What follows belongs to an exercise in optimizing a design on an open flow for small area, a short achievable clock period and few clock cycles; a production flow would make more cautious choices. Function was checked by simulation only, so behaviour that the tests miss may differ from the original. Power figures rest on the tool's default switching activity, not on a simulated workload.

===== design.v =====
package aechi_pkg;
	localparam int QUEUE_DEPTH = 16;
	localparam int QIDX_W      = 4;
	localparam int EC_DEPTH  = 256;
	localparam int EC_ADDR_W = 8;
	localparam int PADDR_W = 3;
	localparam int PDATA_W = 32;
	localparam logic [7:0] CMD_READ      = 8'h80;
	localparam logic [7:0] CMD_WRITE     = 8'h81;
	localparam logic [7:0] CMD_BURST_ON  = 8'h82;
	localparam logic [7:0] CMD_BURST_OFF = 8'h83;
	localparam logic [7:0] CMD_QUERY     = 8'h84;
	localparam logic [7:0] BURST_ACK     = 8'h90;
	localparam logic [1:0] OP_COMMAND = 2'd0;
	localparam logic [1:0] OP_DATA    = 2'd1;
	localparam logic [1:0] OP_EVENT   = 2'd2;
	localparam logic [1:0] OP_TIMEOUT = 2'd3;
	localparam logic [1:0] PH_NONE  = 2'd0;   
	localparam logic [1:0] PH_RADDR = 2'd1;   
	localparam logic [1:0] PH_WADDR = 2'd2;   
	localparam logic [1:0] PH_WDATA = 2'd3;   
endpackage
module aechi_ram (
	input  logic       clk,
	input  logic       clr,
	input  logic       wr_en,
	input  logic [7:0] wr_addr,
	input  logic [7:0] wr_data,
	input  logic [5:0] rd_addr,
	output logic [3:0][7:0] rd_part
);
	logic [7:0]  mem_q [256];
	logic [15:0] whi, wlo;
	logic [7:0]  wd;
	always_comb begin
		for (int i = 0; i < 16; i++) begin
			whi[i] = clr || (wr_en && wr_addr[7:4] == 4'(i));
			wlo[i] = clr || (wr_addr[3:0] == 4'(i));
		end
		wd = clr ? 8'h00 : wr_data;
	end
	always_ff @(posedge clk) begin
		for (int i = 0; i < 256; i++) begin
			if (whi[i / 16] && wlo[i % 16]) begin
				mem_q[i] <= wd;
			end
		end
	end
	always_comb begin
		for (int g = 0; g < 4; g++) begin
			rd_part[g] = mem_q[{2'(g), rd_addr}];
		end
	end
endmodule
import aechi_pkg::*;
module acpi_ec_host_interface (
	input  logic               clk,
	input  logic               arst_n,
	input  logic               cmd_valid,
	output logic               cmd_stall,
	input  logic [10:0]        cmd_i,
	output logic               res_valid,
	input  logic               res_stall,
	output logic [12:0]        res_o,
	input  logic               psel,
	input  logic               penable,
	input  logic               pwrite,
	input  logic [aechi_pkg::PADDR_W-1:0] paddr,
	input  logic [aechi_pkg::PDATA_W-1:0] pwdata,
	output logic [aechi_pkg::PDATA_W-1:0] prdata,
	output logic               pready
);
	logic acpi_en_q;
	always_ff @(posedge clk or negedge arst_n) begin
		if (!arst_n) begin
			acpi_en_q <= 1'b0;
		end else if (psel && penable && pwrite && !paddr[2]) begin
			acpi_en_q <= pwdata[0];
		end
	end
	assign pready = 1'b1;
	assign prdata = {31'b0, acpi_en_q && !paddr[2]};
	logic            clr_q;
	logic            v1_q, v2_q;
	logic [7:0]      b;
	logic            aw;
	logic [3:0][7:0] rp_q, ec_part;
	logic [7:0]      ec_rd;
	logic [12:0]     res_q, res_nxt;
	logic            step, in_fire;
	logic k_rd, k_wr, k_bon, k_boff, k_q, k_cmd, k_data, k_ev, k_to;
	logic n_rd, n_wr, n_bon, n_boff, n_q, n_cmd, n_data, n_ev, n_to;
	logic wr_q, n_wrd;
	logic [1:0] ph_q, ph_nxt, ph_after;
	assign cmd_stall = clr_q || (v1_q && v2_q && res_stall);
	assign in_fire   = cmd_valid && !cmd_stall;
	assign step      = v1_q && (!v2_q || !res_stall);
	assign res_valid = v2_q;
	assign res_o     = res_q;
	always_comb begin
		n_cmd  = cmd_i[10:9] == OP_COMMAND;
		n_data = cmd_i[10:9] == OP_DATA;
		n_ev   = cmd_i[10:9] == OP_EVENT;
		n_to   = cmd_i[10:9] == OP_TIMEOUT;
		n_rd   = n_cmd && cmd_i[8:1] == CMD_READ;
		n_wr   = n_cmd && cmd_i[8:1] == CMD_WRITE;
		n_bon  = n_cmd && cmd_i[8:1] == CMD_BURST_ON;
		n_boff = n_cmd && cmd_i[8:1] == CMD_BURST_OFF;
		n_q    = n_cmd && cmd_i[8:1] == CMD_QUERY;
		ph_after = v1_q ? ph_nxt : ph_q;
		n_wrd    = n_data && ph_after == PH_WDATA;
	end
	always_ff @(posedge clk or negedge arst_n) begin
		if (!arst_n) begin
			v1_q <= 1'b0;
			v2_q <= 1'b0;
			wr_q <= 1'b0;
		end else begin
			if (in_fire) begin
				v1_q <= 1'b1;
				wr_q <= n_wrd;
			end else if (step) begin
				v1_q <= 1'b0;
				wr_q <= 1'b0;
			end
			if (step) begin
				v2_q <= 1'b1;
			end else if (!res_stall) begin
				v2_q <= 1'b0;
			end
		end
	end
	always_ff @(posedge clk) begin
		if (in_fire) begin
			b      <= cmd_i[8:1];
			aw     <= cmd_i[0];
			rp_q   <= ec_part;
			k_cmd  <= n_cmd;
			k_data <= n_data;
			k_ev   <= n_ev;
			k_to   <= n_to;
			k_rd   <= n_rd;
			k_wr   <= n_wr;
			k_bon  <= n_bon;
			k_boff <= n_boff;
			k_q    <= n_q;
		end
		if (step) begin
			res_q <= res_nxt;
		end
	end
	logic [7:0] wa_q, wa_nxt;
	logic       pend_q, pend_nxt;
	logic       burst_q, burst_nxt;
	logic       watch_q, watch_nxt;
	logic [3:0] head_q, head_nxt, tail_q, tail_nxt;
	logic [7:0] ring_q [16];
	always_ff @(posedge clk or negedge arst_n) begin
		if (!arst_n) begin
			clr_q <= 1'b1;
		end else begin
			clr_q <= 1'b0;
		end
	end
	aechi_ram u_ec (
		.clk     (clk),
		.clr     (clr_q),
		.wr_en   (wr_q),
		.wr_addr (wa_q),
		.wr_data (b),
		.rd_addr (cmd_i[6:1]),
		.rd_part (ec_part)
	);
	assign ec_rd = rp_q[b[7:6]];
	always_ff @(posedge clk) begin
		if (v1_q && k_ev) begin
			ring_q[head_q] <= b;
		end
	end
	logic       rv, sci;
	logic [7:0] rb;
	logic       empty;
	logic [3:0] head_inc, tail_inc;
	assign empty    = head_q == tail_q;
	assign head_inc = head_q + 4'd1;
	assign tail_inc = tail_q + 4'd1;
	always_comb begin
		ph_nxt    = ph_q;
		wa_nxt    = wa_q;
		pend_nxt  = pend_q;
		burst_nxt = burst_q;
		watch_nxt = watch_q;
		head_nxt  = head_q;
		tail_nxt  = tail_q;
		rv        = 1'b0;
		rb        = 8'h00;
		sci       = 1'b0;
		if (k_cmd) begin
			ph_nxt = PH_NONE;
		end
		if (k_rd || k_wr) begin
			sci    = 1'b1;
			ph_nxt = k_rd ? PH_RADDR : PH_WADDR;
			if (acpi_en_q && !burst_q) begin
				watch_nxt = 1'b1;
			end
		end
		if (k_bon) begin
			burst_nxt = 1'b1;
			watch_nxt = 1'b1;
			rv        = 1'b1;
			rb        = BURST_ACK;
			sci       = 1'b1;
		end
		if (k_boff) begin
			burst_nxt = 1'b0;
			watch_nxt = 1'b0;
			sci       = 1'b1;
		end
		if (k_q) begin
			if (!empty) begin
				rv       = 1'b1;
				rb       = ring_q[tail_q];
				sci      = 1'b1;
				tail_nxt = tail_inc;
				if (tail_inc == head_q) begin
					pend_nxt = 1'b0;
				end
			end else begin
				pend_nxt = 1'b0;
			end
		end
		if (k_data) begin
			case (ph_q)
				PH_RADDR: begin
					ph_nxt    = PH_NONE;
					rv        = 1'b1;
					rb        = ec_rd;
					sci       = 1'b1;
					watch_nxt = 1'b0;
				end
				PH_WADDR: begin
					ph_nxt = PH_WDATA;
					wa_nxt = b;
					sci    = 1'b1;
				end
				PH_WDATA: begin
					ph_nxt    = PH_NONE;
					sci       = 1'b1;
					watch_nxt = 1'b0;
				end
				default: begin
				end
			endcase
		end
		if (k_ev) begin
			if (head_inc != tail_q) begin
				head_nxt = head_inc;
			end
			if (aw) begin
				pend_nxt = 1'b1;
				sci      = 1'b1;
			end
		end
		if (k_to) begin
			if (burst_q || watch_q) begin
				burst_nxt = 1'b0;
				watch_nxt = 1'b0;
				sci       = 1'b1;
			end
		end
		res_nxt = {rv, rb, sci, pend_nxt, burst_nxt, watch_nxt};
	end
	always_ff @(posedge clk or negedge arst_n) begin
		if (!arst_n) begin
			ph_q    <= PH_NONE;
			wa_q    <= 8'h00;
			pend_q  <= 1'b0;
			burst_q <= 1'b0;
			watch_q <= 1'b0;
			head_q  <= 4'd0;
			tail_q  <= 4'd0;
		end else if (step) begin
			ph_q    <= ph_nxt;
			wa_q    <= wa_nxt;
			pend_q  <= pend_nxt;
			burst_q <= burst_nxt;
			watch_q <= watch_nxt;
			head_q  <= head_nxt;
			tail_q  <= tail_nxt;
		end
	end
endmodule

===== run.sh =====
#!/bin/bash
# synth_recipe.tcl (not shown) runs the flow's synth.tcl, then flattens the netlist and writes it again
# the make line also repeats each setting of config.mk as NAME=value (left out here)
make -C /OpenROAD-flow-scripts/flow DESIGN_CONFIG=/design/flow/config.mk WORK_HOME=/design/flow/orfs CLKGATE_MAP_FILE= SYNTH_SCRIPT=/design/flow/synth_recipe.tcl finish

===== config.mk =====
export PLATFORM = sky130hd
export DESIGN_NAME = acpi_ec_host_interface
export DESIGN_NICKNAME = acpi_ec_host_interface
export VERILOG_FILES = /design/flow/design.v
export SDC_FILE = /design/flow/constraint.sdc
export NUM_CORES = 4
export LEC_CHECK = 0
export CAP_MARGIN = 20
export CORE_MARGIN = 2
export CORE_UTILIZATION = 40
export CTS_BUF_LIST = sky130_fd_sc_hd__clkbuf_8
export SETUP_SLACK_MARGIN = 1.6
export SLEW_MARGIN = 20

===== constraint.sdc =====
create_clock -name core_clock -period 4.0 [get_ports {clk}]
set_input_delay 0.8000 -clock core_clock [delete_from_list [all_inputs] [get_ports {clk}]]
set_output_delay 0.8000 -clock core_clock [all_outputs]
set_load 0.01 [all_outputs]

==> metrics.md, run 1 <==
| Metric | Value |
|---|---|
| Critical Path RT | `3200 ps` |
| CTS Hold Buffers Added | `0` |
| Num rows | `169` |
| DP Area | `94000 sq um` |
| Wirelength, routed | `364000 um` |
| Switch share | `27.3%` |
| Switching pwr | `0.0148 W` |
| Largest area contributor in the netlist | `edfxtp_1` |
| Synth Instances | `4851` |
| F_max | `0.354 GHz` |
| Hold Fails Final Rpt | `0` |
| Synth cell types | `81` |
| Drt first pass iters | `10` |
| Routed WL per cell | `41.2 um` |
| Initial antenna violation count | `32` |
| CP max-delay cell | `dfstp_4` |
| CTS tree | `built` |
| Hold Path Class | `in2async` |
| Cell Int Power | `0.0396 W` |
| R2r worst-path depth | `6` |
| Most used DFF post-synth | `edfxtp_1` |
| Mapped Area | `85000 sq um` |
| Final hold slack | `125 ps` |
| Clk latency of the worst-skew pair | `1090 ps` |
| First-pass GRT wire length | `474000 um` |
| CP Cell Sequence | `buf_12, a31oi_4, inv_1, buf_2` |
| Max-slew violation count | `0` |
| PortBufs | `35` |
| Fin area | `103000 sq um` |
| Vias in the first global route | `52900` |
| DP Wirelength | `233000 um` |
| Area share of the largest cell type after synthesis | `79.1%` |
| Max incr delay on CP | `630 ps` |
| Number of synthesized flops with an enable pin | `2239` |
| Total congestion overflow | `0` |
| Initial Util | `40.1%` |
| CTS clock-pin slew for the worst setup and hold paths | `70 ps` |
| Worst-Margin Slew | `1220 ps` |
| Top delay family on crit path | `flip-flops` |
| Crit path launch type | `register` |
| Vias | `58500` |
| H-tree depth | `5` |
| Largest buffer count on any clock path | `4` |
| Status | `complete, no violations` |
| Crit path kind | `reg2out` |
| Reg2Reg Setup Slack | `1290 ps` |
| TritonCTS Buffers | `376` |
| Area grow syn2layout | `21.2%` |
| Min Clock Period, post-route | `2820 ps` |
| Post-synthesis sequential area ratio | `79.9%` |
| Yosys warnings | `3` |
| RSZ-0062 raised after global routing | `true` |
| Die Ht | `465 um` |
| Synth area leaders | `edfxtp_1 79%, a22oi_1 6.5%, nor2_1 1.6%, mux4_2 1.3%, nand4_1 1.0%` |
| Worst slew margin | `18.4%` |
| Fin crit share | `70.5%` |
| Asr flop ratio synth | `1.15%` |
| Total GRT Usage | `32.7%` |
| Detail Route Antenna Nets | `0` |
| Most frequent cells in the layout | `2239 x edfxtp_1, 733 x a22oi_1, 620 x buf_4` |
| Layout cells sized above 1 | `26.9%` |
| Worst setup EP type | `primary output` |
| Final setup TNS | `0 ps` |
| Peak supply drop | `391 uV` |
| DRC viols | `0` |
| Comb power frac | `12.2%` |
| Routability cong. | `0.977` |
| Post-DR vias/cell | `6.62` |
| CP Data Arrival Time | `2020 ps` |
| Pre-CTS WS | `-145 ps` |
| DIE WIDTH | `465 um` |
| Final setup fails | `0` |
| Root Buffer | `clkbuf_8` |
| Core ar. | `212000 sq um` |
| I/O Pins | `101` |
| Clk pwr share | `33.8%` |
| Layout Skew | `95.1 ps` |
| Die ar. | `216000 sq um` |
| Maximum fanout along the worst path | `2` |
| Crit. path cell count | `4` |
| Flop pwr share | `54.1%` |
| Cells after DPL | `8047` |
| Max Cap Viol | `0` |
| Cell Count, Final, Fillers Out | `8833` |
| Largest net degree at the start of global routing | `190` |
| Post-synthesis average cell area | `17.5 sq um` |
| Buf+Inv Stages, Crit Path | `3` |
| Lkg Pwr | `35.8 nW` |
| Setup ws final | `1180 ps` |
| Initial DRC Count | `11800` |
| Leading cell type in the layout, fill and taps excluded | `edfxtp_1` |
| Final nets | `5785` |
| Yosys reg bits | `2265` |
| Power density over cell area | `528 nW/um^2` |
| Clock Sinks | `2265` |
-- final cells by class --
cell class / count / area [sq um]
clock buffers: 382 / 5260
fillers: 17500 / 109000
repair buffers: 791 / 7510
inverters: 16 / 60.1
multi-input cells: 2277 / 17600
well taps: 2821 / 3530
clock inverters: 249 / 1120
diodes: 32 / 80.1
flip-flops and latches: 2265 / 67900
-- sequential cells by signal, summed over array words and instances, names as in the netlist, 2 cells and up --
register / count
ph_q: 2
rp_q: 32
u_ec.mem_q: 2048
ring_q: 128
head_q: 4
b: 8
res_q: 13
wa_q: 8
tail_q: 4
-- cells in the mapped netlist, types with 16 or more instances --
cell type,n
a32oi_1,28
mux2i_1,41
nor4_1,54
dfrtp_1,25
nor2_1,357
o21ai_0,17
buf_1,17
nor3_1,55
inv_1,16
buf_2,92
mux2_2,43
mux4_2,49
nor2b_1,26
a2111oi_0,41
and3_1,138
edfxtp_1,2239
a222oi_1,19
a22o_1,37
a21oi_1,84
and2_1,19
clkbuf_1,165
nand2_1,97
a22oi_1,741
buf_4,44
nand4_1,139
nand3_1,77
a31oi_1,28
-- logic make-up after synthesis --
family | count (synthesis) | synth area share [%]
XOR/XNOR | 16 | 0.165
AO/OA/AOI/OAI | 1052 | 9.30
multiplexers | 134 | 2.36
other | 2 | 0.00884
flip-flops | 2265 | 79.9
AND/OR/NAND/NOR | 1035 | 6.29
adder cells (fa/ha/maj) | 5 | 0.0736
buffers and inverters | 342 | 1.90
-- per-layer routing --
layer / share of wire, % / global-route usage, % / routed length (um)
met2: 42 / 46.6 / 153000
met4: 7.1 / 19.2 / 25900
met5: 0.063 / 0 / 230
met3: 17 / 12.4 / 61100
met1: 34 / 42.6 / 124000
-- stage by stage --
stage               total power, W  utilization, %
finish                      0.0544            48.7
global route                0.0555            48.6
CTS                         0.0538            48.1
global placement            0.0355            44.4
detailed placement          0.0356            44.4
floorplan                   0.0321               -
-- timing repair --
action	CTS	global route
gates resized for setup	274	114
buffers inserted	54	66
endpoints found under the setup margin	3075	1603
cloned	2	1
hold endpoints to repair	0	0
pin swaps	35	36
-- path summary, 6_finish.rpt --
kind | end | start
max in group asynchronous | clr_q | arst_n
setup / recovery | cmd_stall | clr_q
hold / removal | v1_q | arst_n
hold reg to reg | pend_q | pend_q
setup reg to reg | u_ec.mem_q[203][4] | clr_q
min in group core_clock | b[3] | cmd_i[4]
-- power groups by stage --
stage	clock (W)	sequential, W	combinational (W)
finish	0.0184	0.0294	0.00663
global route	0.0193	0.0295	0.00662
CTS	0.0183	0.0294	0.00608
detailed placement	0	0.0298	0.00577
global placement	0	0.0297	0.00570
floorplan	0	0.0294	0.00268
Testbench counts, summed over its fixed seeds: cycles 18,250.
==> run 2, diff against run 1 <==
--- a/config.mk
+++ b/config.mk
@@ -8,5 +8,5 @@
 export CAP_MARGIN = 20
 export CORE_MARGIN = 2
-export CORE_UTILIZATION = 40
+export CORE_UTILIZATION = 60
 export CTS_BUF_LIST = sky130_fd_sc_hd__clkbuf_8
 export SETUP_SLACK_MARGIN = 1.6
==> run 2 against run 1 <==
Total power down 0.61%. Final cell count decreased by 9.9%. Hold slack improved by 120 ps. Synthesized cell count did not move. Global-route usage up 16 points. Worst setup slack gained 110 ps. Clock power down 2%. Area after synthesis stayed put. Cell area is 0.84% lower. Via count is 1.0% higher. Clock skew down 30 ps.
==> metrics.md, run 2 <==
| Metric | Value |
|---|---|
| Total congestion overflow | `0` |
| H-tree depth | `5` |
| Worst hold stages | `2` |
| Synth area leaders | `edfxtp_1 79%, a22oi_1 6.5%, nor2_1 1.6%, mux4_2 1.3%, nand4_1 1.0%` |
| Asr flop ratio synth | `1.15%` |
| Layout Skew | `64.9 ps` |
| PortBufs | `35` |
| Reg2Reg Setup Slack | `1290 ps` |
| Lkg Pwr | `36.1 nW` |
| Cells after DPL | `7169` |
| Min Clock Period, post-route | `2710 ps` |
| Cell with the most instances after synthesis | `edfxtp_1` |
| Peak supply drop | `437 uV` |
| Total GRT Usage | `49.0%` |
| Hold Path Class | `in2reg` |
| Fin util | `72.4%` |
| Top delay family on crit path | `buffers and inverters` |
| Yosys warnings | `3` |
| Yosys reg bits | `2265` |
| Leading cell type in the layout, fill and taps excluded | `edfxtp_1` |
| Buf+Inv Stages, Crit Path | `4` |
| Synth cell types | `81` |
| Post-synthesis average cell area | `17.5 sq um` |
| Max Cap Viol | `0` |
| Max incr delay on CP | `620 ps` |
| Worst setup EP type | `register` |
| Mapped Area | `85000 sq um` |
| Largest net degree at the start of global routing | `193` |
| Core ar. | `141000 sq um` |
| Hold Startpoint | `cmd_i[2]` |
| Final setup TNS | `0 ps` |
| Number of synthesized flops with an enable pin | `2239` |
| Final hold slack | `243 ps` |
| Initial Util | `60.2%` |
| Post-synth top cells | `2239 x edfxtp_1, 741 x a22oi_1, 357 x nor2_1` |
| Final nets | `5828` |
| Crit path kind | `reg2reg` |
| RSZ-0062 raised after global routing | `true` |
| Worst slew margin | `12.6%` |
| Power density over cell area | `530 nW/um^2` |
| Crit path launch type | `register` |
| First-pass GRT wire length | `468000 um` |
| CTS clock-pin slew for the worst setup and hold paths | `60 ps` |
| Vias | `59100` |
| Post-DR vias/cell | `7.43` |
| Routed WL per cell | `45.0 um` |
| Largest area contributor in the netlist | `edfxtp_1` |
| CP max-delay cell | `dfstp_4` |
| Fin crit share | `67.9%` |
| Final setup fails | `0` |
| DIE WIDTH | `380 um` |
| Maximum fanout along the worst path | `21` |
| Detail Route Antenna Nets | `0` |
| Critical path's most frequent cell | `buf_4` |
| Most used DFF post-synth | `edfxtp_1` |
| Layout cells sized above 1 | `27.1%` |
| Drt first pass iters | `7` |
| Clk latency of the worst-skew pair | `1070 ps` |
| WHS Endpoint | `b[1]` |
| Die Ht | `380 um` |
| Largest buffer count on any clock path | `4` |
| CTS tree | `built` |
| Routability cong. | `0.991` |
| CP Cell Sequence | `buf_4, buf_12, a21oi_2, buf_4, nor2_1, buf_4` |
| R2R Path End | `u_ec.mem_q[177][7]` |
| Initial DRC Count | `12800` |
| Hold Fails Final Rpt | `0` |
| I/O Pins | `101` |
| Area share of the largest cell type after synthesis | `79.1%` |
| Status | `complete, no violations` |
| Critical Path RT | `4730 ps` |
| Crit. path cell count | `6` |
| Clock Sinks | `2265` |
| Most frequent cells in the layout | `2239 x edfxtp_1, 733 x a22oi_1, 660 x buf_4` |
| Root Buffer | `clkbuf_8` |
| Worst-Margin Slew | `1310 ps` |
| Wirelength, routed | `358000 um` |
| Max-slew violation count | `0` |
| Area grow syn2layout | `20.2%` |
| CP Data Arrival Time | `3440 ps` |
| TritonCTS Buffers | `367` |
| Post-synthesis sequential area ratio | `79.9%` |
| DP Wirelength | `231000 um` |
| Vias in the first global route | `54100` |
| Most flop-heavy register | `u_ec.mem_q` |
| F_max | `0.368 GHz` |
| Initial antenna violation count | `34` |
| Die ar. | `145000 sq um` |
| Cell Count, Final, Fillers Out | `7955` |
| DRC viols | `0` |
| Synth Instances | `4851` |
| Largest regs | `u_ec.mem_q (2048), ring_q (128), rp_q (32)` |
| Max reg flops | `2048` |
| R2r worst-path depth | `6` |
| FF-to-FF Start | `clr_q` |
| Num rows | `138` |
[run 2: through the flow]
step / setup slack, ps / cell area, sq um / total power [W]
finish: 1290 / 102000 / 0.0541
global route: 1270 / 102000 / 0.0550
CTS: 1250 / 101000 / 0.0534
detailed placement: -321 / 93300 / 0.0357
global placement: -343 / 93200 / 0.0355
floorplan: 470 / 85200 / 0.0321
[run 2: worst register-to-register path: cells and delay by family (launching register included)]
| family | cells | cell delay [ps] |
|---|---|---|
| AOI/OAI and AO/OA | 1 | 210 |
| buffers and inverters | 4 | 1210 |
| DFF | 1 | 620 |
| and+or+nand+nor | 1 | 350 |
[run 2: how the worst max path moves through the flow]
stage	start	end	slack [ps]
2_1_floorplan	b[6]	u_ec.mem_q[0][6]	470
3_3_place_gp	cmd_i[4]	rp_q[17]	-340
3_5_place_dp	cmd_i[4]	rp_q[3]	-320
4_1_cts	clr_q	cmd_stall	1250
5_1_grt	clr_q	cmd_stall	1270
6_report	clr_q	u_ec.mem_q[177][7]	1290
[run 2: area by class of cell]
type / instances / area [sq um]
Tap cell: 1890 / 2360
Multi-Input combinational cell: 2282 / 17500
Sequential cell: 2265 / 67900
Fill cell: 9112 / 38900
Clock inverter: 256 / 1130
Timing Repair Buffer: 838 / 7940
Clock buffer: 375 / 5160
Antenna cell: 33 / 82.6
Inverter: 16 / 60.1
[run 2: logic make-up after synthesis]
logic type,Yosys count,share of synthesized area [%]
flops,2265,79.9
mux,134,2.36
fa+ha+maj,5,0.0736
compound gates,1052,9.30
buf+inv,342,1.90
other cells,2,0.00884
xor+xnor,16,0.165
simple gates,1035,6.29
[run 2: what timing repair did]
item | 4_1_cts | 5_1_grt
gates resized for setup | 260 | 118
cloned | 6 | 1
endpoints found under the setup margin | 2543 | 1653
hold endpoints to repair | 25 | 0
hold buffers | 1 | 0
pin swaps | 12 | 30
setup buffers | 75 | 37
[run 2: power by group]
group	internal, W	switching, W
registers	0.0285	0.000912
logic	0.00198	0.00471
clock network	0.00889	0.00909
total	0.0394	0.0147
[run 2: metal layers]
layer	wire length [um]	GRT usage (%)
met1	117000	64.2
met2	148000	66.8
met3	64200	21.4
met4	28500	31.7
met5	258	0.331
==> run 3, diff against run 2 <==
--- a/design.v
+++ b/design.v
@@ -25,29 +25,28 @@
 	input  logic       clr,
 	input  logic       wr_en,
-	input  logic [7:0] wr_addr,
+	input  logic [15:0] wr_hi,    
+	input  logic [15:0] wr_lo,    
 	input  logic [7:0] wr_data,
-	input  logic [5:0] rd_addr,
-	output logic [3:0][7:0] rd_part
+	input  logic [4:0] rd_addr,
+	output logic [7:0][7:0] rd_part
 );
 	logic [7:0]  mem_q [256];
 	logic [15:0] whi, wlo;
-	logic [7:0]  wd;
 	always_comb begin
 		for (int i = 0; i < 16; i++) begin
-			whi[i] = clr || (wr_en && wr_addr[7:4] == 4'(i));
-			wlo[i] = clr || (wr_addr[3:0] == 4'(i));
+			whi[i] = clr || (wr_en && wr_hi[i]);
+			wlo[i] = clr || wr_lo[i];
 		end
-		wd = clr ? 8'h00 : wr_data;
 	end
 	always_ff @(posedge clk) begin
 		for (int i = 0; i < 256; i++) begin
 			if (whi[i / 16] && wlo[i % 16]) begin
-				mem_q[i] <= wd;
+				mem_q[i] <= wr_data;
 			end
 		end
 	end
 	always_comb begin
-		for (int g = 0; g < 4; g++) begin
-			rd_part[g] = mem_q[{2'(g), rd_addr}];
+		for (int g = 0; g < 8; g++) begin
+			rd_part[g] = mem_q[{3'(g), rd_addr}];
 		end
 	end
@@ -85,5 +84,5 @@
 	logic [7:0]      b;
 	logic            aw;
-	logic [3:0][7:0] rp_q, ec_part;
+	logic [7:0][7:0] rp_q, ec_part;
 	logic [7:0]      ec_rd;
 	logic [12:0]     res_q, res_nxt;
@@ -93,5 +92,5 @@
 	logic wr_q, n_wrd;
 	logic [1:0] ph_q, ph_nxt, ph_after;
-	assign cmd_stall = clr_q || (v1_q && v2_q && res_stall);
+	assign cmd_stall = v1_q && v2_q && res_stall;
 	assign in_fire   = cmd_valid && !cmd_stall;
 	assign step      = v1_q && (!v2_q || !res_stall);
@@ -150,5 +149,7 @@
 		end
 	end
-	logic [7:0] wa_q, wa_nxt;
+	logic [15:0] wah_q, wal_q;    
+	logic [7:0]  wd_q;            
+	logic        wa_set;
 	logic       pend_q, pend_nxt;
 	logic       burst_q, burst_nxt;
@@ -158,19 +159,29 @@
 	always_ff @(posedge clk or negedge arst_n) begin
 		if (!arst_n) begin
-			clr_q <= 1'b1;
+			wd_q <= 8'h00;
+		end else if (in_fire && n_wrd) begin
+			wd_q <= cmd_i[8:1];
+		end
+	end
+	logic run_q;
+	always_ff @(posedge clk or negedge arst_n) begin
+		if (!arst_n) begin
+			run_q <= 1'b0;
 		end else begin
-			clr_q <= 1'b0;
+			run_q <= 1'b1;
 		end
 	end
+	assign clr_q = !run_q;
 	aechi_ram u_ec (
 		.clk     (clk),
 		.clr     (clr_q),
 		.wr_en   (wr_q),
-		.wr_addr (wa_q),
-		.wr_data (b),
-		.rd_addr (cmd_i[6:1]),
+		.wr_hi   (wah_q),
+		.wr_lo   (wal_q),
+		.wr_data (wd_q),
+		.rd_addr (cmd_i[5:1]),
 		.rd_part (ec_part)
 	);
-	assign ec_rd = rp_q[b[7:6]];
+	assign ec_rd = rp_q[b[7:5]];
 	always_ff @(posedge clk) begin
 		if (v1_q && k_ev) begin
@@ -187,5 +198,5 @@
 	always_comb begin
 		ph_nxt    = ph_q;
-		wa_nxt    = wa_q;
+		wa_set    = 1'b0;
 		pend_nxt  = pend_q;
 		burst_nxt = burst_q;
@@ -242,5 +253,5 @@
 				PH_WADDR: begin
 					ph_nxt = PH_WDATA;
-					wa_nxt = b;
+					wa_set = 1'b1;
 					sci    = 1'b1;
 				end
@@ -272,8 +283,15 @@
 		res_nxt = {rv, rb, sci, pend_nxt, burst_nxt, watch_nxt};
 	end
+	always_ff @(posedge clk) begin
+		if (step && wa_set) begin
+			for (int i = 0; i < 16; i++) begin
+				wah_q[i] <= b[7:4] == 4'(i);
+				wal_q[i] <= b[3:0] == 4'(i);
+			end
+		end
+	end
 	always_ff @(posedge clk or negedge arst_n) begin
 		if (!arst_n) begin
 			ph_q    <= PH_NONE;
-			wa_q    <= 8'h00;
 			pend_q  <= 1'b0;
 			burst_q <= 1'b0;
@@ -283,5 +301,4 @@
 		end else if (step) begin
 			ph_q    <= ph_nxt;
-			wa_q    <= wa_nxt;
 			pend_q  <= pend_nxt;
 			burst_q <= burst_nxt;
--- a/config.mk
+++ b/config.mk
@@ -8,6 +8,8 @@
 export CAP_MARGIN = 20
 export CORE_MARGIN = 2
-export CORE_UTILIZATION = 60
-export CTS_BUF_LIST = sky130_fd_sc_hd__clkbuf_8
+export CORE_UTILIZATION = 55
+export CTS_BUF_LIST = sky130_fd_sc_hd__clkbuf_16
+export CTS_CLUSTER_DIAMETER = 80
+export CTS_CLUSTER_SIZE = 20
 export SETUP_SLACK_MARGIN = 1.6
 export SLEW_MARGIN = 20
==> run 3 against run 2 <==
Still clean on timing, DRC and antenna. Utilization is 10 points lower. Hold slack better by 200 ps. Clock power is 18% lower. Sequential cell count is 64 higher. Sequential power is 28% higher. Routed wire length is 21% lower. Global-route usage is 15 points lower. Largest power group unchanged. Sequential share of layout area is 5.2 points higher. Critical path depth is 3 higher. Final cell count is 7.2% lower. Total power is 9.5% higher.
==> metrics.md, run 3 <==
| Metric | Value |
|---|---|
| Status | `complete, no violations` |
| Crit path kind | `in2reg` |
| Asr flop ratio synth | `1.12%` |
| Layout cells sized above 1 | `17.1%` |
| Die ar. | `160000 sq um` |
| Worst-Margin Slew | `1140 ps` |
| Cell with the most instances after synthesis | `edfxtp_1` |
| Yosys warnings | `3` |
| Area grow syn2layout | `12.8%` |
| First-pass GRT wire length | `383000 um` |
| Area share of the largest cell type after synthesis | `80.1%` |
| CP Data Arrival Time | `3010 ps` |
| Yosys reg bits | `2329` |
| Clk latency of the worst-skew pair | `810 ps` |
| F_max | `0.408 GHz` |
| Mapped Area | `86400 sq um` |
| Initial DRC Count | `8961` |
| Flop pwr share | `63.3%` |
| Post-synthesis average cell area | `17.3 sq um` |
| Largest area contributor in the netlist | `edfxtp_1` |
| TritonCTS Buffers | `138` |
| Critical path's most frequent cell | `buf_8` |
| H-tree depth | `4` |
| Total power | `0.0592 W` |
| Leading cell type in the layout, fill and taps excluded | `edfxtp_1` |
| Most used DFF post-synth | `edfxtp_1` |
| Max-slew violation count | `0` |
| Vias in the first global route | `48200` |
| I/O Pins | `101` |
| Hold Path Class | `in2reg` |
| Crit path launch type | `input pin` |
| DIE WIDTH | `400 um` |
| Fin crit share | `61.3%` |
| Cell Int Power | `0.0437 W` |
| Root Buffer | `clkbuf_16` |
| Max reg flops | `2048` |
| Initial antenna violation count | `8` |
| Peak supply drop | `495 uV` |
| Drt first pass iters | `6` |
| Most frequent cells in the layout | `2303 x edfxtp_1, 929 x a22oi_1, 297 x buf_4` |
| Buf+Inv Stages, Crit Path | `3` |
| Initial Util | `55.3%` |
| Vias | `51400` |
| Number of synthesized flops with an enable pin | `2303` |
| Switching pwr | `0.0156 W` |
| Top delay family on crit path | `simple AND/OR/NAND/NOR gates` |
| Layout Skew | `30.5 ps` |
| Fin util | `62.5%` |
| PortBufs | `35` |
| Die Ht | `400 um` |
| Largest regs | `u_ec.mem_q (2048), ring_q (128), rp_q (64)` |
| CP max-delay cell | `or3b_4` |
| Fillers | `11100` |
| Critical Path RT | `4560 ps` |
| Most flop-heavy register | `u_ec.mem_q` |
| DP Wirelength | `166000 um` |
| Synth area leaders | `edfxtp_1 80%, a22oi_1 8.1%, nor2_1 1.7%, nand2_1 1.3%, nand4_1 0.86%` |
| Synth Instances | `4981` |
| Final setup fails | `0` |
| Largest net degree at the start of global routing | `237` |
| CTS clock-pin slew for the worst setup and hold paths | `80 ps` |
| Total GRT Usage | `34.3%` |
| CTS tree | `built` |
| Switch share | `26.3%` |
| Total congestion overflow | `0` |
| Routed WL per cell | `38.1 um` |
| Comb power frac | `12.0%` |
| CP Cell Sequence | `clkbuf_4, buf_8, or3b_4, nor2_4, buf_8, a22oi_1, nand4_1, nor2_1, a21oi_1` |
| Worst slew margin | `23.6%` |
| Worst setup EP type | `register` |
| Max Cap Viol | `0` |
| Synth cell types | `71` |
| Core ar. | `156000 sq um` |
| DRC viols | `0` |
| Clk pwr share | `24.8%` |
| Lkg Pwr | `33.4 nW` |
| Hold Fails Final Rpt | `0` |
| RSZ-0062 raised after global routing | `true` |
| Post-DR vias/cell | `6.96` |
| Routability cong. | `0.868` |
| Min Clock Period, post-route | `2450 ps` |
| Post-synthesis sequential area ratio | `80.8%` |
| Final setup TNS | `0 ps` |
| Maximum fanout along the worst path | `16` |
| Post-synth top cells | `2303 x edfxtp_1, 937 x a22oi_1, 393 x nor2_1` |
| Max incr delay on CP | `480 ps` |
| Clock Sinks | `2329` |
| Largest buffer count on any clock path | `3` |
| Num rows | `145` |
| Wirelength, routed | `281000 um` |
| Power density over cell area | `608 nW/um^2` |
| Final nets | `5342` |
| Detail Route Antenna Nets | `0` |
==> run 3: per-stage QoR <==
step	setup slack, ps	std cells	hold slack [ps]	instance area (sq um)
floorplan	1470	5012	460	86600
global placement	-3.89	7085	477	91300
detailed placement	-29.8	7091	490	91400
CTS	1600	7355	392	96800
global route	1550	7383	449	97400
finish	1550	7384	442	97500
==> run 3: worst paths after layout <==
| path | start | endpoint | slack, ps | cells after the start |
|---|---|---|---|---|
| worst max-delay path | cmd_i[2] | rp_q[2] | 1550 | 9 |
| worst min-delay path | res_stall | v2_q | 440 | 3 |
| worst max register to register | run_q | u_ec.mem_q[71][0] | 1580 | 3 |
| worst min register to register | pend_q | pend_q | 500 | 2 |
| max in group asynchronous | arst_n | v1_q | 2930 | 3 |
| min in group asynchronous | arst_n | wd_q[2] | 510 | 2 |
==> run 3: repair_timing <==
item                                    in CTS  in global routing
buffers inserted                            80                 20
endpoints found under the setup margin    1978                490
hold buffers                                 0                  1
gates resized for setup                    157                 92
hold endpoints to repair                     0                 14
pin swaps                                   26                 18
cloned                                       3                  5
==> run 3: kinds of logic (layout without fill, tap and decap cells) <==
family / Yosys count / count (layout) / share of synthesized area [%]
multiplexers: 73 / 73 / 1.63
flip-flops: 2329 / 2329 / 80.8
buffers and inverters: 345 / 657 / 2.00
AO/OA/AOI/OAI: 1149 / 1149 / 9.64
XOR/XNOR: 14 / 14 / 0.151
adder cells (fa/ha/maj): 5 / 5 / 0.0724
other: 2 / 34 / 0.00870
AND/OR/NAND/NOR: 1064 / 1065 / 5.66
==> run 3: final cells by class <==
type                            count  area [sq um]  area share (%)
Timing Repair Buffer              465          5040            5.18
Clock inverter                     34           310           0.318
Inverter                           11          45.0          0.0462
Sequential cell                  2329         69800            71.7
Clock buffer                      147          3680            3.77
Multi-Input combinational cell   2339         15900            16.4
Antenna cell                        1          2.50         0.00257
Tap cell                         2058          2570            2.64
==> run 3: power by group through the flow <==
| stage | clock network (W) | registers (W) | logic, W |
|---|---|---|---|
| finish | 0.0147 | 0.0375 | 0.00711 |
| global route | 0.0155 | 0.0379 | 0.00741 |
| CTS | 0.0147 | 0.0374 | 0.00690 |
| detailed placement | 0 | 0.0380 | 0.00672 |
| global placement | 0 | 0.0377 | 0.00657 |
| floorplan | 0 | 0.0380 | 0.00245 |
==> run 3: metal layers <==
| metal | vias up | share of wire [%] | global-route usage (%) |
|---|---|---|---|
| li1 | 20500 | - | - |
| met1 | 26600 | 38 | 50.2 |
| met2 | 3752 | 45 | 52.2 |
| met3 | 509 | 13 | 7.15 |
| met4 | 10 | 3.5 | 10.9 |
| met5 | - | 0.023 | 0 |
==> run 3: worst reg2reg max path, stage by stage (launching register included) <==
cell and delay (ps):
dfrtp_2 640, nor2b_4 250, buf_4 260, nor2_1 900
Testbench counts of run 3, summed over its fixed seeds: cycles 18,250.
==> run 4, diff against run 3 <==
--- a/config.mk
+++ b/config.mk
@@ -8,5 +8,5 @@
 export CAP_MARGIN = 20
 export CORE_MARGIN = 2
-export CORE_UTILIZATION = 55
+export CORE_UTILIZATION = 45
 export CTS_BUF_LIST = sky130_fd_sc_hd__clkbuf_16
 export CTS_CLUSTER_DIAMETER = 80
==> run 4 against run 3 <==
Sequential cell count did not move. Synthesized cell count did not move. Worst setup slack improved by 1.1 ps. Still clean. Hold slack got worse by 100 ps. Die area rose by 22%. Via count rose by 0.15%. Final cell count rose by 6.0%. Critical endpoint is now rp_q[45]. Routed wire length rose by 1.9%. First-iteration DRC count fell by 6.4%. Cell area rose by 0.68%.
==> metrics.md, run 4 <==
| Metric | Value |
|---|---|
| Status | `complete, no violations` |
| Post-synthesis sequential area ratio | `80.8%` |
| F_max | `0.408 GHz` |
| Max-slew violation count | `0` |
| PortBufs | `35` |
| Multi-input gate area | `16100 sq um` |
| Initial DRC Count | `8389` |
| Worst-Margin Slew | `1180 ps` |
| I/O Pins | `101` |
| Largest net degree at the start of global routing | `124` |
| Clock Sinks | `2329` |
| Root Buffer | `clkbuf_16` |
| Area grow syn2layout | `13.6%` |
| Post-synthesis average cell area | `17.3 sq um` |
| Post-DR vias/cell | `6.57` |
| Min Clock Period, post-route | `2450 ps` |
| Mapped Area | `86400 sq um` |
| CTS clock-pin slew for the worst setup and hold paths | `80 ps` |
| Most flop-heavy register | `u_ec.mem_q` |
| Largest regs | `u_ec.mem_q (2048), ring_q (128), rp_q (64)` |
| TritonCTS Buffers | `136` |
| Area share of the largest cell type after synthesis | `80.1%` |
| Max Cap Viol | `0` |
| Number of synthesized flops with an enable pin | `2303` |
| GR Layer Usage met3 | `5.70%` |
| Setup ws final | `1550 ps` |
| Synth area leaders | `edfxtp_1 80%, a22oi_1 8.1%, nor2_1 1.7%, nand2_1 1.3%, nand4_1 0.86%` |
| Initial antenna violation count | `13` |
| Fin area | `98100 sq um` |
| Total power | `0.0589 W` |
| Peak supply drop | `477 uV` |
| Max reg flops | `2048` |
| Pre-CTS WS | `-156 ps` |
| Leading cell type in the layout, fill and taps excluded | `edfxtp_1` |
| DIE WIDTH | `442 um` |
| Fillers | `15100` |
| Maximum fanout along the worst path | `8` |
| Vias in the first global route | `48200` |
| Core ar. | `190000 sq um` |
| Fin crit share | `61.2%` |
| Wirelength, routed | `286000 um` |
| First-pass GRT wire length | `389000 um` |
| Die Ht | `442 um` |
| Layout Skew | `41.8 ps` |
| Hold Fails Final Rpt | `0` |
| CTS tree | `built` |
| Synth Instances | `4981` |
| Initial Util | `45.4%` |
| Synth cell types | `71` |
| Power density over cell area | `600 nW/um^2` |
| Num rows | `160` |
| Cell with the most instances after synthesis | `edfxtp_1` |
| Storage element area | `69800 sq um` |
| Clk latency of the worst-skew pair | `850 ps` |
| Post-synth top cells | `2303 x edfxtp_1, 937 x a22oi_1, 393 x nor2_1` |
| Most used DFF post-synth | `edfxtp_1` |
| Most frequent cells in the layout | `2303 x edfxtp_1, 927 x a22oi_1, 291 x buf_4` |
| Met2 GRT Util | `44.4%` |
| H-tree depth | `4` |
| Crit path launch type | `input pin` |
| Grt peak-use layer | `met2` |
| M1 GR Usage | `39.4%` |
| Worst setup EP type | `register` |
| DP Area | `92500 sq um` |
| Routed WL per cell | `36.6 um` |
| Lkg Pwr | `33.3 nW` |
| Total congestion overflow | `0` |
| DRC viols | `0` |
| RSZ-0062 raised after global routing | `true` |
| DP Wirelength | `169000 um` |
| CP Data Arrival Time | `3040 ps` |
| Detail Route Antenna Nets | `0` |
| Largest buffer count on any clock path | `3` |
| Drt first pass iters | `6` |
| Crit path kind | `in2reg` |
| Vias | `51500` |
| Hold Path Class | `in2reg` |
| Layout cells sized above 1 | `18.2%` |
| Reg2Reg Setup Slack | `1560 ps` |
| Fin util | `51.5%` |
| Cells after DPL | `7579` |
| Asr flop ratio synth | `1.12%` |
| Final setup fails | `0` |
| Critical Path RT | `4590 ps` |
| Final nets | `5338` |
| Largest area contributor in the netlist | `edfxtp_1` |
| Yosys warnings | `3` |
| Total GRT Usage | `28.5%` |
| Die ar. | `195000 sq um` |
| Cell Count, Final, Fillers Out | `7826` |
| Yosys reg bits | `2329` |
| Routability cong. | `0.898` |
| Worst slew margin | `21.1%` |
## run 4: cell counts after synthesis
No cell type changed its count.
## run 4: routing by layer
| layer | share of wire [%] | vias up |
|---|---|---|
| met2 | 46 | 3760 |
| met4 | 4.4 | 8 |
| met1 | 37 | 26600 |
| li1 | - | 20500 |
| met3 | 12 | 599 |
| met5 | 0.020 | - |
## run 4: repair_timing
action,4_1_cts,5_1_grt
setup endpoints to repair,1582,495
pin swaps,15,15
hold endpoints to repair,0,21
resized for setup,219,98
gates cloned,7,3
buffers inserted,45,16
hold buffers,0,1
## run 4: cell families after synthesis
| family | synth area share (%) |
|---|---|
| compound gates | 9.64 |
| xor+xnor | 0.151 |
| fa+ha+maj | 0.0724 |
| buf+inv | 2.00 |
| flops | 80.8 |
| mux | 1.63 |
| other cells | 0.00870 |
| simple gates | 5.66 |
## run 4: critical path, cell delays in order
cell           delay, ps
dlygate4sd2_1        260
buf_12               150
nand2b_4              90
buf_12               140
buf_12               130
nor2_4                70
buf_12               160
buf_8                160
a22oi_1              320
nand4_1              180
nor4_1               300
buf_4                180
nor2_1                50
## run 4: area by class of cell
type | count | share of cell area (%)
diodes | 4 | 0.0102
multi-input cells | 2338 | 16.4
clock buffers | 138 | 3.52
repair buffers | 464 | 5.29
inverters | 11 | 0.0459
clock inverters | 31 | 0.328
flip-flops and latches | 2329 | 71.2
well taps | 2511 | 3.20
## run 4: metrics by stage
stage / hold WS (ps) / TNS, ps
6_report: 342 / 0
5_1_grt: 315 / 0
4_1_cts: 284 / 0
3_5_place_dp: 500 / -223
3_3_place_gp: 483 / -88.7
2_1_floorplan: 460 / 0
## run 4: power breakdown
group | total (W) | leakage, nW | internal [W] | switching [W]
sequential | 0.0375 | 23.0 | 0.0350 | 0.00244
clock | 0.0142 | 1.89 | 0.00636 | 0.00782
combinational | 0.00720 | 8.45 | 0.00186 | 0.00534
## run 4: worst paths after layout
kind,startpoint,end,depth (start not counted)
setup reg to reg,run_q,u_ec.mem_q[12][0],3
hold / removal,cmd_i[4],b[3],1
min in group asynchronous,arst_n,tail_q[1],2
hold reg to reg,pend_q,pend_q,2
max in group asynchronous,arst_n,ph_q[1],3
setup / recovery,cmd_i[5],rp_q[45],13
==> run 5, diff against run 4 <==
--- a/design.v
+++ b/design.v
@@ -22,24 +22,15 @@
 endpackage
 module aechi_ram (
-	input  logic       clk,
-	input  logic       clr,
-	input  logic       wr_en,
-	input  logic [15:0] wr_hi,    
-	input  logic [15:0] wr_lo,    
-	input  logic [7:0] wr_data,
-	input  logic [4:0] rd_addr,
-	output logic [7:0][7:0] rd_part
+	input  logic             clk,
+	input  logic [15:0]      en_hi,
+	input  logic [15:0]      en_lo,
+	input  logic [7:0]       wr_data,
+	input  logic [4:0]       rd_addr,
+	output logic [7:0][7:0]  rd_part
 );
-	logic [7:0]  mem_q [256];
-	logic [15:0] whi, wlo;
-	always_comb begin
-		for (int i = 0; i < 16; i++) begin
-			whi[i] = clr || (wr_en && wr_hi[i]);
-			wlo[i] = clr || wr_lo[i];
-		end
-	end
+	logic [7:0] mem_q [256];
 	always_ff @(posedge clk) begin
 		for (int i = 0; i < 256; i++) begin
-			if (whi[i / 16] && wlo[i % 16]) begin
+			if (en_hi[i / 16] && en_lo[i % 16]) begin
 				mem_q[i] <= wr_data;
 			end
@@ -80,5 +71,4 @@
 	assign pready = 1'b1;
 	assign prdata = {31'b0, acpi_en_q && !paddr[2]};
-	logic            clr_q;
 	logic            v1_q, v2_q;
 	logic [7:0]      b;
@@ -90,5 +80,5 @@
 	logic k_rd, k_wr, k_bon, k_boff, k_q, k_cmd, k_data, k_ev, k_to;
 	logic n_rd, n_wr, n_bon, n_boff, n_q, n_cmd, n_data, n_ev, n_to;
-	logic wr_q, n_wrd;
+	logic n_wrd;
 	logic [1:0] ph_q, ph_nxt, ph_after;
 	assign cmd_stall = v1_q && v2_q && res_stall;
@@ -114,12 +104,9 @@
 			v1_q <= 1'b0;
 			v2_q <= 1'b0;
-			wr_q <= 1'b0;
 		end else begin
 			if (in_fire) begin
 				v1_q <= 1'b1;
-				wr_q <= n_wrd;
 			end else if (step) begin
 				v1_q <= 1'b0;
-				wr_q <= 1'b0;
 			end
 			if (step) begin
@@ -164,19 +151,32 @@
 		end
 	end
-	logic run_q;
+	logic [15:0] weh_q, wah_after;
+	always_comb begin
+		for (int i = 0; i < 16; i++) begin
+			wah_after[i] = (v1_q && wa_set) ? (b[7:4] == 4'(i)) : wah_q[i];
+		end
+	end
 	always_ff @(posedge clk or negedge arst_n) begin
 		if (!arst_n) begin
-			run_q <= 1'b0;
-		end else begin
-			run_q <= 1'b1;
+			weh_q <= '1;
+		end else if (in_fire) begin
+			weh_q <= n_wrd ? wah_after : '0;
+		end else if (step) begin
+			weh_q <= '0;
+		end
+	end
+	always_ff @(posedge clk or negedge arst_n) begin
+		if (!arst_n) begin
+			wal_q <= '1;
+		end else if (step && wa_set) begin
+			for (int i = 0; i < 16; i++) begin
+				wal_q[i] <= b[3:0] == 4'(i);
+			end
 		end
 	end
-	assign clr_q = !run_q;
 	aechi_ram u_ec (
 		.clk     (clk),
-		.clr     (clr_q),
-		.wr_en   (wr_q),
-		.wr_hi   (wah_q),
-		.wr_lo   (wal_q),
+		.en_hi   (weh_q),
+		.en_lo   (wal_q),
 		.wr_data (wd_q),
 		.rd_addr (cmd_i[5:1]),
@@ -287,5 +287,4 @@
 			for (int i = 0; i < 16; i++) begin
 				wah_q[i] <= b[7:4] == 4'(i);
-				wal_q[i] <= b[3:0] == 4'(i);
 			end
 		end
==> run 5 against run 4 <==
Still clean. Sequential power decreased by 18%. Utilization is 0.84 points lower. Sequential cell count is 14 higher. Clock power about the same. Largest cell class unchanged. Highest routed layer unchanged.
==> metrics.md, run 5 <==
| Metric | Value |
|---|---|
| H-tree depth | `4` |
| Largest buffer count on any clock path | `3` |
| Buf+Inv Stages, Crit Path | `6` |
| Layout Skew | `39.2 ps` |
| Multi-input gate area | `16300 sq um` |
| Layout cells sized above 1 | `12.8%` |
| Wirelength, routed | `286000 um` |
| Critical Path RT | `4580 ps` |
| Post-DR vias/cell | `6.53` |
| Core ar. | `193000 sq um` |
| DIE WIDTH | `445 um` |
| Synth area leaders | `edfxtp_1 78%, a22oi_1 7.8%, and2_1 1.9%, nand2_1 1.5%, mux4_2 1.1%` |
| Post-synth top cells | `2287 x edfxtp_1, 914 x a22oi_1, 353 x nand2_1` |
| Total congestion overflow | `0` |
| Die ar. | `198000 sq um` |
| Max Cap Viol | `0` |
| Initial antenna violation count | `22` |
| Hold Path Class | `in2async` |
| Post-synthesis sequential area ratio | `80.0%` |
| Clk latency of the worst-skew pair | `830 ps` |
| Peak supply drop | `337 uV` |
| Detail Route Antenna Nets | `0` |
| Vias | `51300` |
| Hold Fails Final Rpt | `0` |
| Num rows | `161` |
| CP Data Arrival Time | `3100 ps` |
| Crit. path cell count | `12` |
| CP max-delay cell | `a22oi_1` |
| Asr flop ratio synth | `2.39%` |
| Final setup TNS | `0 ps` |
| Top delay family on crit path | `buffers and inverters` |
| CP Cell Sequence | `buf_4, buf_4, nand3b_1, buf_4, nor2_4, buf_12, buf_12, a22oi_1, nand4_1, nor4_2, buf_4, nor2_1` |
| DP Area | `92700 sq um` |
| Clock Sinks | `2343` |
| Critical path's most frequent cell | `buf_4` |
| Worst slew margin | `23.9%` |
| Cell Int Power | `0.0374 W` |
| Root Buffer | `clkbuf_16` |
| First-pass GRT wire length | `389000 um` |
| Synth cell types | `70` |
| Pre-CTS WS | `88.9 ps` |
| Area grow syn2layout | `11.6%` |
| Max-slew violation count | `0` |
| Maximum fanout along the worst path | `14` |
| Mapped Area | `87600 sq um` |
| Crit path launch | `cmd_i[2]` |
| Synth Instances | `5066` |
| Largest area contributor in the netlist | `edfxtp_1` |
| CTS tree | `built` |
| I/O Pins | `101` |
| Max incr delay on CP | `320 ps` |
| Yosys warnings | `3` |
| Routed WL per cell | `36.4 um` |
| FF-to-FF Start | `wal_q[6]` |
| Fin crit share | `63.0%` |
| Largest regs | `u_ec.mem_q (2048), ring_q (128), rp_q (64)` |
| CTS clock-pin slew for the worst setup and hold paths | `80 ps` |
| Most used DFF post-synth | `edfxtp_1` |
| End point of the critical path | `rp_q[60]` |
| Power density over cell area | `513 nW/um^2` |
| DP Wirelength | `166000 um` |
| Routability cong. | `0.875` |
| Initial DRC Count | `8701` |
| Switch share | `25.5%` |
| Comb power frac | `10.7%` |
| Leading cell type in the layout, fill and taps excluded | `edfxtp_1` |
| Drt first pass iters | `11` |
| TritonCTS Buffers | `138` |
| R2r worst-path depth | `1` |
| Setup ws final | `1480 ps` |
| Final setup fails | `0` |
| DRC viols | `0` |
| CTS Hold Buffers Added | `0` |
| RSZ-0062 raised after global routing | `true` |
| Switching pwr | `0.0128 W` |
| Final nets | `5311` |
| Worst setup EP type | `register` |
| Fillers | `15500` |
| Post-synthesis average cell area | `17.3 sq um` |
| Die Ht | `445 um` |
| Crit path launch type | `input pin` |
| Status | `complete, no violations` |
| Lkg Pwr | `31.7 nW` |
| Clk pwr share | `28.4%` |
| Cell with the most instances after synthesis | `edfxtp_1` |
| R2R Path End | `u_ec.mem_q[134][0]` |
| Initial Util | `45.4%` |
| Crit path kind | `in2reg` |
| Most flop-heavy register | `u_ec.mem_q` |
| Flop pwr share | `61.0%` |
| Area share of the largest cell type after synthesis | `78.4%` |
| Total GRT Usage | `28.3%` |
| F_max | `0.397 GHz` |
| Largest net degree at the start of global routing | `161` |
| PortBufs | `35` |
| Number of synthesized flops with an enable pin | `2287` |
| Most frequent cells in the layout | `2287 x edfxtp_1, 908 x a22oi_1, 352 x nand2_1` |
| Reg2Reg Setup Slack | `1560 ps` |
| Yosys reg bits | `2343` |
| Worst-Margin Slew | `1140 ps` |
| Max reg flops | `2048` |
| Fin area | `97800 sq um` |
| Vias in the first global route | `48200` |
| Storage element area | `70200 sq um` |
| Min Clock Period, post-route | `2520 ps` |
## run 5: cells by family after synthesis
kind of cell             synth area share (%)
flip-flops                               80.0
AO/OA/AOI/OAI                            9.64
adder cells (fa/ha/maj)                0.0714
XOR/XNOR                                0.170
AND/OR/NAND/NOR                          6.51
buffers and inverters                    1.94
multiplexers                             1.64
other                                 0.00857
## run 5: layout make-up
class / count / area share (%)
Sequential cell: 2343 / 71.7
Multi-Input combinational cell: 2414 / 16.7
Timing Repair Buffer: 340 / 4.34
Clock buffer: 140 / 3.58
Tap cell: 2526 / 3.23
Clock inverter: 40 / 0.270
Antenna cell: 33 / 0.0844
Inverter: 16 / 0.0614
## run 5: routing by layer
| metal | vias to the layer above | part of all wire, % | track usage, % |
|---|---|---|---|
| met5 | - | 0.0032 | 0 |
| met4 | 2 | 4.0 | 10.7 |
| met3 | 571 | 12 | 5.69 |
| met2 | 3688 | 46 | 44.1 |
| met1 | 26400 | 38 | 39.4 |
| li1 | 20600 | - | - |
## run 5: worst min path at each step
stage	to	slack, ps	cells after the start
after floorplan	pend_q	470	1
after global placement	pend_q	490	1
after detailed placement	pend_q	490	1
after CTS	head_q[3]	80	1
after global routing	head_q[0]	140	1
final	acpi_en_q	100	1
## run 5: timing repair
item                                    CTS  global route
resized for setup                        98            29
endpoints found under the setup margin   91            64
pin swaps                                14             8
buffers inserted                         46             9
gates cloned                              7             3
endpoints found under the hold margin     0             0
## run 5: power by group through the flow
stage / clock (W) / sequential (W) / combinational (W)
after floorplan: 0 / 0.0314 / 0.00182
after detailed placement: 0 / 0.0311 / 0.00504
after global routing: 0.0150 / 0.0306 / 0.00561
final: 0.0142 / 0.0306 / 0.00534
after global placement: 0 / 0.0311 / 0.00490
after CTS: 0.0143 / 0.0306 / 0.00510
## run 5: stage by stage
step	instances	utilization (%)	hold slack, ps	power, W
final	7852	50.7	98.0	0.0501
after global routing	7825	50.7	135	0.0512
after CTS	7807	50.5	75.9	0.0499
after detailed placement	7574	48.0	494	0.0362
after global placement	7574	48.0	486	0.0360
after floorplan	5096	-	474	0.0332
Testbench counts of run 5, summed over its fixed seeds: cycles 18,250.
==> run 6, diff against run 5 <==
--- a/config.mk
+++ b/config.mk
@@ -12,4 +12,4 @@
 export CTS_CLUSTER_DIAMETER = 80
 export CTS_CLUSTER_SIZE = 20
-export SETUP_SLACK_MARGIN = 1.6
+export SETUP_SLACK_MARGIN = 1.8
 export SLEW_MARGIN = 20
==> run 6 against run 5 <==
Still clean. Count of clock-buffer cells in the layout is the same. Sequential share of layout area shrank 0.76 points. Via count grew 0.99%. Register-to-register slack better by 110 ps. Synthesized cell count unchanged. Hold slack gained 370 ps. Clock skew grew 1.6 ps. Maximum frequency increased by 8.4%. Area after synthesis is the same. Critical endpoint is now u_ec.mem_q[159][3].
==> metrics.md, run 6 <==
| Metric | Value |
|---|---|
| Layout cells sized above 1 | `15.4%` |
| Setup ws final | `1670 ps` |
| Final nets | `5364` |
| Yosys warnings | `3` |
| Post-DR vias/cell | `6.55` |
| Metal3 WL | `35500 um` |
| Area grow syn2layout | `12.9%` |
| H-tree depth | `4` |
| Met1 WL | `111000 um` |
| Power density over cell area | `509 nW/um^2` |
| Core ar. | `193000 sq um` |
| Root Buffer | `clkbuf_16` |
| Cell Int Power | `0.0375 W` |
| Synth cell types | `70` |
| Largest area contributor in the netlist | `edfxtp_1` |
| Switch share | `25.6%` |
| Final setup fails | `0` |
| Top delay family on crit path | `flip-flops` |
| Largest regs | `u_ec.mem_q (2048), ring_q (128), rp_q (64)` |
| Hold Path Class | `in2reg` |
| Post-synthesis sequential area ratio | `80.0%` |
| Flop pwr share | `61.5%` |
| Fin crit share | `58.1%` |
| Lkg Pwr | `32.1 nW` |
| Worst setup EP type | `register` |
| Largest buffer count on any clock path | `3` |
| Max incr delay on CP | `1120 ps` |
| Crit path launch type | `register` |
| Wirelength, routed | `292000 um` |
| Fin area | `98900 sq um` |
| Vias | `51800` |
| Num rows | `161` |
| Routability cong. | `0.868` |
| Total power | `0.0504 W` |
| Worst slew margin | `30.0%` |
| Layout Skew | `40.8 ps` |
| RSZ-0062 raised after global routing | `true` |
| Hold Fails Final Rpt | `0` |
| CTS tree | `built` |
| Min Clock Period, post-route | `2330 ps` |
| Post-synth top cells | `2287 x edfxtp_1, 914 x a22oi_1, 353 x nand2_1` |
| Most flop-heavy register | `u_ec.mem_q` |
| Initial DRC Count | `8545` |
| PortBufs | `35` |
| Area share of the largest cell type after synthesis | `78.4%` |
| Clk latency of the worst-skew pair | `850 ps` |
| Worst-Margin Slew | `1050 ps` |
| Die Ht | `445 um` |
| Buf+Inv Stages, Crit Path | `0` |
| Yosys reg bits | `2343` |
| I/O Pins | `101` |
| DIE WIDTH | `445 um` |
| Post-synthesis average cell area | `17.3 sq um` |
| Switching pwr | `0.0129 W` |
| Routed WL per cell | `36.9 um` |
| Final hold slack | `468 ps` |
| Status | `complete, no violations` |
| Detail Route Antenna Nets | `0` |
| Die ar. | `198000 sq um` |
| Most frequent cells in the layout | `2287 x edfxtp_1, 892 x a22oi_1, 350 x nand2_1` |
| Comb power frac | `10.2%` |
| First-pass GRT wire length | `393000 um` |
| Total GRT Usage | `28.7%` |
| Fillers | `15500` |
| CP Data Arrival Time | `2770 ps` |
| DP Area | `93000 sq um` |
| Total congestion overflow | `0` |
| Crit path kind | `reg2reg` |
| Maximum fanout along the worst path | `17` |
| F_max | `0.430 GHz` |
| Critical Path RT | `4450 ps` |
| Max Used Layer | `met5` |
| Pre-CTS WS | `-44.5 ps` |
| TritonCTS Buffers | `137` |
| Initial antenna violation count | `24` |
| DRC viols | `0` |
| Vias in the first global route | `47800` |
| Most used DFF post-synth | `edfxtp_1` |
| Largest net degree at the start of global routing | `161` |
| Mapped Area | `87600 sq um` |
| Leading cell type in the layout, fill and taps excluded | `edfxtp_1` |
| Number of synthesized flops with an enable pin | `2287` |
| Asr flop ratio synth | `2.39%` |
| CP max-delay cell | `dfstp_2` |
| Drt first pass iters | `6` |
| CP Cell Sequence | `and2_1` |
| CTS clock-pin slew for the worst setup and hold paths | `80 ps` |
| WL met2 | `135000 um` |
| DP Wirelength | `170000 um` |
| Initial Util | `45.4%` |
| Max reg flops | `2048` |
| Clock Sinks | `2343` |
| Synth Instances | `5066` |
| Clk pwr share | `28.3%` |
| Cell with the most instances after synthesis | `edfxtp_1` |
| Synth area leaders | `edfxtp_1 78%, a22oi_1 7.8%, and2_1 1.9%, nand2_1 1.5%, mux4_2 1.1%` |
| Storage element area | `70200 sq um` |
| Peak supply drop | `434 uV` |
| Max Cap Viol | `0` |
| Multi-input gate area | `16800 sq um` |
| Max-slew violation count | `0` |
==> run 6: power groups by stage <==
stage / Combinational [W] / Sequential [W] / Clock [W]
6_report: 0.00513 / 0.0310 / 0.0143
5_1_grt: 0.00539 / 0.0310 / 0.0150
4_1_cts: 0.00495 / 0.0309 / 0.0143
3_5_place_dp: 0.00470 / 0.0315 / 0
3_3_place_gp: 0.00457 / 0.0315 / 0
2_1_floorplan: 0.00182 / 0.0314 / 0
==> run 6: cells by family after synthesis <==
| group | count (synthesis) | synth area share (%) |
|---|---|---|
| buffers and inverters | 339 | 1.94 |
| multiplexers | 86 | 1.64 |
| other | 2 | 0.00857 |
| AND/OR/NAND/NOR | 1103 | 6.51 |
| AO/OA/AOI/OAI | 1171 | 9.64 |
| flip-flops | 2343 | 80.0 |
| adder cells (fa/ha/maj) | 5 | 0.0714 |
| XOR/XNOR | 17 | 0.170 |
==> run 6: what timing repair did <==
item / in CTS / in global routing
gates resized for setup: 209 / 86
pin swaps: 26 / 39
endpoints found under the hold margin: 6 / 0
setup endpoints to repair: 586 / 99
hold buffers: 1 / 0
cloned: 11 / 8
setup buffers: 47 / 30
==> run 6: final timing paths <==
kind,endpoint,startpoint,cells past startpoint,slack (ps)
worst max-delay path,u_ec.mem_q[159][3],wal_q[15],1,1670
worst min-delay path,b[0],cmd_i[1],2,470
worst max register to register,u_ec.mem_q[159][3],wal_q[15],1,1670
worst min register to register,pend_q,pend_q,1,530
max in group asynchronous,wal_q[10],arst_n,3,2530
min in group asynchronous,wd_q[0],arst_n,2,550
==> run 6: metrics by stage <==
step                setup TNS [ps]  std cells  utilization, %
floorplan                        0       5096               -
finish                           0       7911            51.3
global placement             -97.1       7594            48.2
global route                     0       7875            51.2
CTS                              0       7835            50.8
detailed placement           -44.5       7596            48.2
==> run 6: final cells by class <==
| class | count | area share [%] |
|---|---|---|
| Sequential cell | 2343 | 71.0 |
| Clock inverter | 40 | 0.264 |
| Antenna cell | 38 | 0.0961 |
| Inverter | 16 | 0.0645 |
| Clock buffer | 140 | 3.54 |
| Tap cell | 2526 | 3.19 |
| Multi-Input combinational cell | 2414 | 16.9 |
| Timing Repair Buffer | 394 | 4.95 |
==> run 6: per-layer routing <==
metal | vias to the layer above | GRT usage [%]
met2 | 3739 | 44.4
met1 | 26800 | 40.2
li1 | 20700 | -
met5 | - | 0
met3 | 520 | 6.40
met4 | 4 | 10.3
==> run 7, diff against run 6 <==
--- a/config.mk
+++ b/config.mk
@@ -12,4 +12,4 @@
 export CTS_CLUSTER_DIAMETER = 80
 export CTS_CLUSTER_SIZE = 20
-export SETUP_SLACK_MARGIN = 1.8
+export SETUP_SLACK_MARGIN = 2.0
 export SLEW_MARGIN = 20
==> run 7 against run 6 <==
Still clean. Synthesized cell count is the same. Final cell count grew 1.9%. Count of clock-buffer cells in the layout is the same. Hold slack lost 35 ps. Sequential cell count is the same. Global-route usage grew 0.81 points. Worst setup slack gained 15 ps. Critical path type is now in2reg. Largest power group unchanged.
==> metrics.md, run 7 <==
| Metric | Value |
|---|---|
| Status | `complete, no violations` |
| Initial antenna violation count | `23` |
| Hold Path Class | `in2reg` |
| Asr flop ratio synth | `2.39%` |
| M1 GR Usage | `41.4%` |
| Hold Startpoint | `cmd_i[1]` |
| Grt peak-use layer | `met2` |
| Initial Util | `45.4%` |
| Fin crit share | `57.8%` |
| Cells after DPL | `7596` |
| Post-synthesis average cell area | `17.3 sq um` |
| Max Cap Viol | `0` |
| Crit path kind | `in2reg` |
| Drt first pass iters | `8` |
| Fillers | `15000` |
| Clk latency of the worst-skew pair | `850 ps` |
| Max incr delay on CP | `420 ps` |
| RSZ-0062 raised after global routing | `true` |
| Max-slew violation count | `0` |
| Mapped Area | `87600 sq um` |
| Met2 GRT Util | `45.5%` |
| Lkg Pwr | `33.6 nW` |
| Vias | `53400` |
| CP Data Arrival Time | `2890 ps` |
| GR Layer Usage met3 | `6.73%` |
| Min Clock Period, post-route | `2310 ps` |
| H-tree depth | `4` |
| Core ar. | `193000 sq um` |
| Peak supply drop | `445 uV` |
| Post-synthesis sequential area ratio | `80.0%` |
| PortBufs | `35` |
| CP max-delay cell | `nor4_4` |
| TritonCTS Buffers | `137` |
| Crit path launch | `cmd_i[3]` |
| Layout Skew | `45.8 ps` |
| Most frequent cells in the layout | `2287 x edfxtp_1, 765 x a22oi_1, 324 x nand2_1` |
| Worst setup EP type | `register` |
| Reg2Reg Setup Slack | `1890 ps` |
| Cell with the most instances after synthesis | `edfxtp_1` |
| Area grow syn2layout | `17.6%` |
| Root Buffer | `clkbuf_16` |
| DIE WIDTH | `445 um` |
| Largest buffer count on any clock path | `3` |
| Layout cells sized above 1 | `23.8%` |
| Largest regs | `u_ec.mem_q (2048), ring_q (128), rp_q (64)` |
| Routed WL per cell | `37.5 um` |
| CTS clock-pin slew for the worst setup and hold paths | `80 ps` |
| Wirelength, routed | `303000 um` |
| Critical Path RT | `4580 ps` |
| Initial DRC Count | `9601` |
| Num rows | `161` |
| Yosys warnings | `3` |
| Cell Count, Final, Fillers Out | `8063` |
| Max reg flops | `2048` |
| Worst-Margin Slew | `1000 ps` |
| Most flop-heavy register | `u_ec.mem_q` |
| Maximum fanout along the worst path | `6` |
| Total power | `0.0511 W` |
| DRC viols | `0` |
| Worst slew margin | `33.0%` |
| FF-to-FF Start | `tail_q[0]` |
| Vias in the first global route | `48700` |
| Post-DR vias/cell | `6.62` |
| Power density over cell area | `496 nW/um^2` |
| Detail Route Antenna Nets | `0` |
| CTS tree | `built` |
| End point of the critical path | `rp_q[60]` |
| Synth Instances | `5066` |
| Clock Sinks | `2343` |
| R2r worst-path depth | `5` |
| Synth area leaders | `edfxtp_1 78%, a22oi_1 7.8%, and2_1 1.9%, nand2_1 1.5%, mux4_2 1.1%` |
[run 7: cell counts after synthesis]
No cell type changed its count.
[run 7: critical path: cells and delay by family]
kind	cells	cell delay (ps)
buffers and inverters	7	890
and+or+nand+nor	5	840
AOI/OAI and AO/OA	1	330
[run 7: layout make-up]
| cell class | count | area (sq um) | area share, % |
|---|---|---|---|
| diodes | 26 | 65.1 | 0.0632 |
| clock inverters | 40 | 262 | 0.254 |
| inverters | 16 | 63.8 | 0.0619 |
| flip-flops and latches | 2343 | 70200 | 68.2 |
| clock buffers | 140 | 3500 | 3.40 |
| multi-input cells | 2414 | 18400 | 17.9 |
| well taps | 2526 | 3160 | 3.07 |
| repair buffers | 558 | 7320 | 7.11 |
[run 7: cells by family after synthesis]
kind of cell    after synthesis  synth area share, %
flops                      2343                 80.0
compound gates             1171                 9.64
simple gates               1103                 6.51
buf+inv                     339                 1.94
mux                          86                 1.64
xor+xnor                     17                0.170
fa+ha+maj                     5               0.0714
other cells                   2              0.00857
[run 7: report_power, final]
part | leakage, nW | switching, W | internal (W) | total (W)
logic | 10.0 | 0.00398 | 0.00202 | 0.00600
clock network | 1.92 | 0.00794 | 0.00635 | 0.0143
registers | 21.6 | 0.00132 | 0.0295 | 0.0309
total | 33.6 | 0.0132 | 0.0379 | 0.0511
[run 7: worst min path at each step]
| stage | to | slack [ps] | cells after the start |
|---|---|---|---|
| after detailed placement | pend_q | 500 | 1 |
| after global placement | pend_q | 490 | 1 |
| after global routing | b[0] | 410 | 2 |
| final | b[0] | 430 | 2 |
| after floorplan | pend_q | 470 | 1 |
| after CTS | b[0] | 380 | 2 |
[run 7: what timing repair did]
action	CTS	global route
endpoints found under the setup margin	2132	400
cloned	21	11
setup buffers	146	82
hold buffers	1	0
endpoints found under the hold margin	6	0
gates resized for setup	480	313
pin swaps	133	237
[run 7: layer usage]
layer	up-vias	routed length, um
met5	-	24
met4	4	12600
met3	573	39200
met2	4106	138000
met1	27600	112000
li1	21100	-
[run 7: stage by stage]
stage	worst slack, ps	util [%]	setup TNS [ps]	instance area [sq um]	hold slack (ps)
2_1_floorplan	1510	-	0	87800	474
3_3_place_gp	-97.1	48.2	-97.1	92900	491
3_5_place_dp	-44.5	48.2	-44.5	93000	496
4_1_cts	1630	52.1	0	100000	378
5_1_grt	1630	53.4	0	103000	414
6_report	1690	53.4	0	103000	433

Check on run 7: ideal ports give 1.690 ns setup slack; a clkbuf_16 on the clock port and buf_2 on the inputs give 1.612 ns; moving port delays by the midpoint clock arrival (0.911 ns) as well gives 0.794 ns.
